What follows belongs to an exercise in optimizing a design on an open flow for small area; a production flow would make more cautious choices.
Only simulation tests tie the RTL to the original design; equivalence was not proved.
Power figures rest on the tool's default switching activity, not on a simulated workload. No driver is modelled on the clock port, so clocking that relies on it looks cheaper here than on a real chip.

## violet
==> flow/design.v (excerpt) <==
module vdc_top (
	input  logic          clk,
	input  logic          reset,
	input  logic          cs,            
	input  logic          we,            
	input  logic [7:0]    db_in,
	input  logic [6:0]    direct_reg,    
	input  logic [3:0]    rgbi,          
	output logic [7:0]    db_out,
	output logic          hsync,
	output logic          vsync,
	output logic          irq,
	output vdc_pkg::rgb_t rgb
);
Size in the first run: about 1300 cells after synthesis.
export LEC_CHECK = 0
export CAP_MARGIN = 0
export CORE_MARGIN = 2
export CORE_UTILIZATION = 50
export PLACE_DENSITY = 0.75
export SLEW_MARGIN = 0
create_clock -name core_clock -period 8.0 [get_ports {clk}]
standard.sh (not shown) runs the stock make flow with config.mk's settings and CLKGATE_MAP_FILE= SYNTH_SCRIPT=/design/flow/synth_recipe.tcl, a recipe that flattens the netlist after the stock synthesis.
==> flow/flow/run.sh <==
#!/bin/bash
# The standard layout (standard.sh, all steps) with three changes:
#  - synthesis maps the logic with an area-oriented ABC script (abc.script beside this
#    file), run from a copy of ORFS's scripts folder that differs only in that script;
#    flip-flops are mapped before ABC runs, so the registers are those of the standard
#    synthesis
#  - ports are buffered with the smallest buffer
#  - clock tree synthesis inserts no dummy loads
set -euo pipefail
work=$(pwd)
rm -rf "$work/scripts"
cp -r "$FLOW_HOME/scripts" "$work/scripts"
cp "$work/flow/abc.script" "$work/scripts/abc_speed.script"
export BUFFER_PORTS_ARGS="-buffer_cell sky130_fd_sc_hd__buf_1"
export CTS_ARGS="-sink_clustering_enable -repair_clock_nets -sink_clustering_size 16 -sink_clustering_max_diameter 70 -buf_list sky130_fd_sc_hd__clkbuf_8 -dont_use_dummy_load"
bash standard.sh "SCRIPTS_DIR=$work/scripts" finish > "$work/standard.log" 2>&1
==> flow/flow/abc.script <==
&get -n
&st
&deepsyn -T 60
&dch -f
&nf -R 1000 -p -F 10 -A 10 -C 32
&put
violet finished all stages; the layout is clean.
Changes in garnet relative to violet:
# violet
export LEC_CHECK = 0
export CAP_MARGIN = 0
export CORE_MARGIN = 2
export CORE_UTILIZATION = 50
export PLACE_DENSITY = 0.75
export SLEW_MARGIN = 0
create_clock -name core_clock -period 8.0 [get_ports {clk}]
# garnet
export LEC_CHECK = 0
export CAP_MARGIN = 0
export CORE_MARGIN = 2
export CORE_UTILIZATION = 60
export CTS_BUF_LIST = sky130_fd_sc_hd__clkbuf_8
export CTS_CLUSTER_DIAMETER = 50
export CTS_CLUSTER_SIZE = 16
export SLEW_MARGIN = 0
create_clock -name core_clock -period 8.0 [get_ports {clk}]
--- a/flow/flow/run.sh
+++ b/flow/flow/run.sh
@@ -14,3 +14,3 @@
 export BUFFER_PORTS_ARGS="-buffer_cell sky130_fd_sc_hd__buf_1"
-export CTS_ARGS="-sink_clustering_enable -repair_clock_nets -sink_clustering_size 16 -sink_clustering_max_diameter 70 -buf_list sky130_fd_sc_hd__clkbuf_8 -dont_use_dummy_load"
+export CTS_ARGS="-sink_clustering_enable -repair_clock_nets -sink_clustering_size 16 -sink_clustering_max_diameter 100 -buf_list sky130_fd_sc_hd__clkbuf_8 -dont_use_dummy_load"
 bash standard.sh "SCRIPTS_DIR=$work/scripts" finish > "$work/standard.log" 2>&1
==> flow/flow/abc.script <==
&get -n
&st
&dch -f
&nf -R 1000 -p
&put
buffer -c
topo
stime -c
upsize -c
dnsize -c
==> comparison <==
Summary of garnet over violet: setup slack lost 0.034 ns; number of tapcells lost 77; portion of netlist area occupied by mux cells neither gained nor lost much.
Taking violet as the reference, in garnet part of the power in the clock network decreased by 0.8 points relative to the old numbers; clock transition time at the flip-flop clock pins of the worst setup and hold paths closely matched the old numbers; fraction of the cycle the final worst path needs increased by 0.42 points relative to the old numbers; die extent in y decreased by 7.6% relative to the old numbers; sequential power closely matched the old numbers.
Summary of garnet over violet: data required time at the worst endpoint went up 0.02 ns, minimum clock period rose by 0.034 ns.

========
== run 1 ==
Another version of the RTL of vdc_top (not shown whole).
Size in the first run: ~530 flip-flops, roughly 20,000 sq um of cells after synthesis.
## vdc_top
module vdc_top (
	input  logic          clk,
	input  logic          reset,
	input  logic          cs,            
	input  logic          we,            
	input  logic [7:0]    db_in,
	input  logic [6:0]    direct_reg,    
	input  logic [3:0]    rgbi,          
	output logic [7:0]    db_out,
	output logic          hsync,
	output logic          vsync,
	output logic          irq,
	output vdc_pkg::rgb_t rgb
);
Settings: LEC_CHECK=0, CAP_MARGIN=10, CORE_MARGIN=2, CORE_UTILIZATION=50, PLACE_DENSITY=0.75, SLEW_MARGIN=10; clock period 8.0 ns.
==> flow/flow/run.sh <==
#!/bin/bash
# The standard layout (standard.sh, all steps) with three changes:
#  - synthesis maps the logic with an area-oriented ABC script (abc.script beside this
#    file), run from a copy of ORFS's scripts folder that differs only in that script;
#    flip-flops are mapped before ABC runs, so the registers are those of the standard
#    synthesis; the adder step is skipped, so ABC also maps the few adders and
#    comparators as plain logic
#  - ports are buffered with the smallest buffer
#  - clock tree synthesis inserts no dummy loads
set -euo pipefail
work=$(pwd)
rm -rf "$work/scripts"
cp -r "$FLOW_HOME/scripts" "$work/scripts"
cp "$work/flow/abc.script" "$work/scripts/abc_speed.script"
export BUFFER_PORTS_ARGS="-buffer_cell sky130_fd_sc_hd__buf_1"
export CTS_ARGS="-sink_clustering_enable -repair_clock_nets -sink_clustering_size 32 -sink_clustering_max_diameter 120 -buf_list sky130_fd_sc_hd__clkbuf_16 -dont_use_dummy_load"
bash standard.sh "SCRIPTS_DIR=$work/scripts" "ADDER_MAP_FILE=" finish > "$work/standard.log" 2>&1
==> flow/flow/abc.script <==
&get -n
&st
&dch -f
&nf -R 1000 -p -F 10 -A 10 -C 32
&put
Run 1 finished every stage and its layout cleared the timing, DRC and antenna checks.
## Diff of input files: run 2 against run 1
--- a/flow/flow/run.sh
+++ b/flow/flow/run.sh
@@ -13,5 +13,6 @@
 cp -r "$FLOW_HOME/scripts" "$work/scripts"
 cp "$work/flow/abc.script" "$work/scripts/abc_speed.script"
+export DONT_USE_CELLS="sky130_fd_sc_hd__buf_4 sky130_fd_sc_hd__buf_6 sky130_fd_sc_hd__buf_8 sky130_fd_sc_hd__buf_12 sky130_fd_sc_hd__buf_16 sky130_fd_sc_hd__clkbuf_4"
 export BUFFER_PORTS_ARGS="-buffer_cell sky130_fd_sc_hd__buf_1"
-export CTS_ARGS="-sink_clustering_enable -repair_clock_nets -sink_clustering_size 32 -sink_clustering_max_diameter 120 -buf_list sky130_fd_sc_hd__clkbuf_16 -dont_use_dummy_load"
+export CTS_ARGS="-sink_clustering_enable -repair_clock_nets -sink_clustering_size 16 -sink_clustering_max_diameter 70 -buf_list sky130_fd_sc_hd__clkbuf_8 -dont_use_dummy_load"
 bash standard.sh "SCRIPTS_DIR=$work/scripts" "ADDER_MAP_FILE=" finish > "$work/standard.log" 2>&1
Findings:
Run 2 finished end to end and its layout was clean on timing, DRC and antenna.
Run 2 has part of the total power dissipated in the clock network above what run 1 had.
[compare] base=run 1 new=run 2: area of all placed cells without fillers has remained practically unchanged; part of the power in registers has decreased; highest achievable clock rate has increased.
Area after synthesis came out exactly the same in run 1 and run 2.
Compared run 1 against run 2; core occupancy in the finished layout within noise.
Final setup slack of the worst path | run 2 above run 1
Against run 1, run 2 comes in 0.81% higher on sum of routed wire length over all layers.
Between run 1 and run 2, the shortest clock period the worst path allows after layout is higher for run 1.
Between run 2 and run 1, it is run 2 whose share of the clock period used by the worst path after layout is lower, by 0.39 points.
Here is what was changed in the inputs of run 3 compared with run 2.
--- a/flow/flow/run.sh
+++ b/flow/flow/run.sh
@@ -13,5 +13,4 @@
 cp -r "$FLOW_HOME/scripts" "$work/scripts"
 cp "$work/flow/abc.script" "$work/scripts/abc_speed.script"
-export DONT_USE_CELLS="sky130_fd_sc_hd__buf_4 sky130_fd_sc_hd__buf_6 sky130_fd_sc_hd__buf_8 sky130_fd_sc_hd__buf_12 sky130_fd_sc_hd__buf_16 sky130_fd_sc_hd__clkbuf_4"
 export BUFFER_PORTS_ARGS="-buffer_cell sky130_fd_sc_hd__buf_1"
 export CTS_ARGS="-sink_clustering_enable -repair_clock_nets -sink_clustering_size 16 -sink_clustering_max_diameter 70 -buf_list sky130_fd_sc_hd__clkbuf_8 -dont_use_dummy_load"
==> flow/flow/abc.script <==
&get -n
&st
&deepsyn -T 60
&dch -f
&nf -R 1000 -p -F 10 -A 10 -C 32
&put
==> notes.md <==
The total via count in the routed design in run 3 was higher than what run 2 gave.
Summary of run 3 over run 2: final wirelength rose about 7%; wire length of the first global-routing pass rose 4700 um.
Changes in run 4 relative to run 3:
--- a/flow/flow/run.sh
+++ b/flow/flow/run.sh
@@ -14,4 +14,4 @@
 cp "$work/flow/abc.script" "$work/scripts/abc_speed.script"
 export BUFFER_PORTS_ARGS="-buffer_cell sky130_fd_sc_hd__buf_1"
-export CTS_ARGS="-sink_clustering_enable -repair_clock_nets -sink_clustering_size 16 -sink_clustering_max_diameter 70 -buf_list sky130_fd_sc_hd__clkbuf_8 -dont_use_dummy_load"
+export CTS_ARGS="-sink_clustering_enable -repair_clock_nets -sink_clustering_size 28 -sink_clustering_max_diameter 70 -buf_list sky130_fd_sc_hd__clkbuf_16 -dont_use_dummy_load"
 bash standard.sh "SCRIPTS_DIR=$work/scripts" "ADDER_MAP_FILE=" finish > "$work/standard.log" 2>&1
==> flow/flow/abc.script <==
&get -n
&st
&dch -f
&nf -R 1000 -p -F 10 -A 10 -C 32
&put
- Going from run 3 to run 4, area of placed instances shrinks by about 0.4%.
- The beginning of the critical path comes out i_beam.pos[18] in one run and direct_reg[0] in the other, namely in run 4 and run 3 respectively.
- On maximum resistive drop on vdd: run 4 sits below run 3.
- Post-synthesis net count sits lower in run 4 than in run 3.
- Run 4 finished every stage and its layout cleared the timing, DRC and antenna checks.
- Delta(area enclosed by the die boundary, run 4 - run 3) < 0
- i_regs.hp[7] as the capture point of the worst path was reported by run 3, and i_beam.pos[11] by run 4.
- Fraction of area in multi-input gates (higher): run 3
- Per the comparison of run 4 with run 3, post-layout instance area ~0 delta, maximum cell stage delay along the critical path -0.19 ns, post-synthesis instance total -26, worst setup slack +0.11 ns, final instance count without filler cells -34.
Relative to run 4, the following input files were edited for run 5:
--- a/flow/flow/run.sh
+++ b/flow/flow/run.sh
@@ -14,4 +14,4 @@
 cp "$work/flow/abc.script" "$work/scripts/abc_speed.script"
 export BUFFER_PORTS_ARGS="-buffer_cell sky130_fd_sc_hd__buf_1"
-export CTS_ARGS="-sink_clustering_enable -repair_clock_nets -sink_clustering_size 28 -sink_clustering_max_diameter 70 -buf_list sky130_fd_sc_hd__clkbuf_16 -dont_use_dummy_load"
+export CTS_ARGS="-sink_clustering_enable -repair_clock_nets -sink_clustering_size 16 -sink_clustering_max_diameter 70 -buf_list sky130_fd_sc_hd__clkbuf_8 -dont_use_dummy_load"
 bash standard.sh "SCRIPTS_DIR=$work/scripts" "ADDER_MAP_FILE=" finish > "$work/standard.log" 2>&1
### Flow results
- Re ratio of final minimum period to clock period: run 4 and run 5 aren't equal, and the higher value belongs to run 5.
- Between run 4 and run 5, the wire length of the first global-routing pass figures differ only marginally.
- ~same number of synthesized flops with an enable pin in run 4 and run 5
- Final cell area: run 5 below run 4
- Largest clock skew in the final design on run 5 is down relative to run 4.
- Run 4 → run 5: non-clock buffer count saw a decrease; worst-case setup margin in the final layout lost 0.028 ns.
- Slack of the worst reg-to-reg path: run 5 worse than run 4
- Run 5 and run 4 ended up with roughly the same number of buffer cells added on primary ports.
- As far as last weighted congestion value of the routability-driven placer goes, run 5 and run 4 are indistinguishable; the numbers are identical.
Modified inputs, run 6 compared to run 5
--- a/flow/flow/run.sh
+++ b/flow/flow/run.sh
@@ -14,4 +14,4 @@
 cp "$work/flow/abc.script" "$work/scripts/abc_speed.script"
 export BUFFER_PORTS_ARGS="-buffer_cell sky130_fd_sc_hd__buf_1"
-export CTS_ARGS="-sink_clustering_enable -repair_clock_nets -sink_clustering_size 16 -sink_clustering_max_diameter 70 -buf_list sky130_fd_sc_hd__clkbuf_8 -dont_use_dummy_load"
+export CTS_ARGS="-sink_clustering_enable -repair_clock_nets -sink_clustering_size 20 -sink_clustering_max_diameter 50 -buf_list sky130_fd_sc_hd__clkbuf_8 -dont_use_dummy_load"
 bash standard.sh "SCRIPTS_DIR=$work/scripts" "ADDER_MAP_FILE=" finish > "$work/standard.log" 2>&1
Findings:
Any difference in combined buffer and inverter count along the critical path between run 5 and run 6 is small enough to ignore.
Re portion of total power attributed to the clock network: run 6 and run 5 aren't equal, and the lower value belongs to run 5.
On overall fraction of global-route tracks in use, run 6 and run 5 are basically level.
There was hardly any difference in count of vias placed by the detailed router between run 5 and run 6.
Run 5 -> run 6: non-clock buffer count delta 0, exact match
Run 6 and run 5 ended up with nearly the same fraction of area in registers.
Total power: run 6 above run 5
Run 6 vs run 5, final critical path time including I/O delays and setup went down by 0.047 ns.

[separate check: timing with driven ports]
Ports are ideal in the flow. The routed layouts listed here were re-timed in OpenROAD.
Step 1 assumes that a clkbuf_16 drives the clock port and a buf_2 every other input.
Step 2, shift: input delay + t, output delay - t, t = (earliest + latest rising clock arrival at the registers) / 2. This alone moves slack from input paths to output paths.
Three values: no drivers, after step 1, after step 2; two values: the first two.
run | t, ns | setup slack, ns | worst hold slack (ns) | worst setup path after step 2 | clock arrival spread, ns
violet | 0.667 | 2.750 / 2.753 / 2.086 | 0.465 / 0.465 / 0.465 | input to register | 0.101 / 0.101
garnet | 0.657 | 2.716 / 2.706 / 2.049 | 0.467 / 0.467 / 0.467 | input to register | 0.071 / 0.071
run 1 | 0.601 | 2.919 / 2.919 / 2.607 | 0.508 / 0.508 / 0.508 | input to register | 0.074 / 0.074
run 2 | 0.632 | 2.950 / 2.950 / 2.588 | 0.500 / 0.500 / 0.500 | input to register | 0.056 / 0.056
run 3 | 0.634 | 2.867 / 2.862 / 2.228 | 0.461 / 0.461 / 0.461 | input to register | 0.094 / 0.094
run 4 | 0.611 | 2.978 / 2.978 / 2.593 | 0.505 / 0.505 / 0.505 | input to register | 0.099 / 0.099
run 5 | 0.632 | 2.950 / 2.950 / 2.588 | 0.500 / 0.500 / 0.500 | input to register | 0.056 / 0.056
run 6 | 0.627 | 2.997 / 2.997 / 2.601 | 0.476 / 0.476 / 0.476 | input to register | 0.103 / 0.103
After both steps setup and hold are still met in every run listed. The setup slack of garnet, which loses most, moves by -0.010 ns with the drivers and by -0.667 ns with both steps.
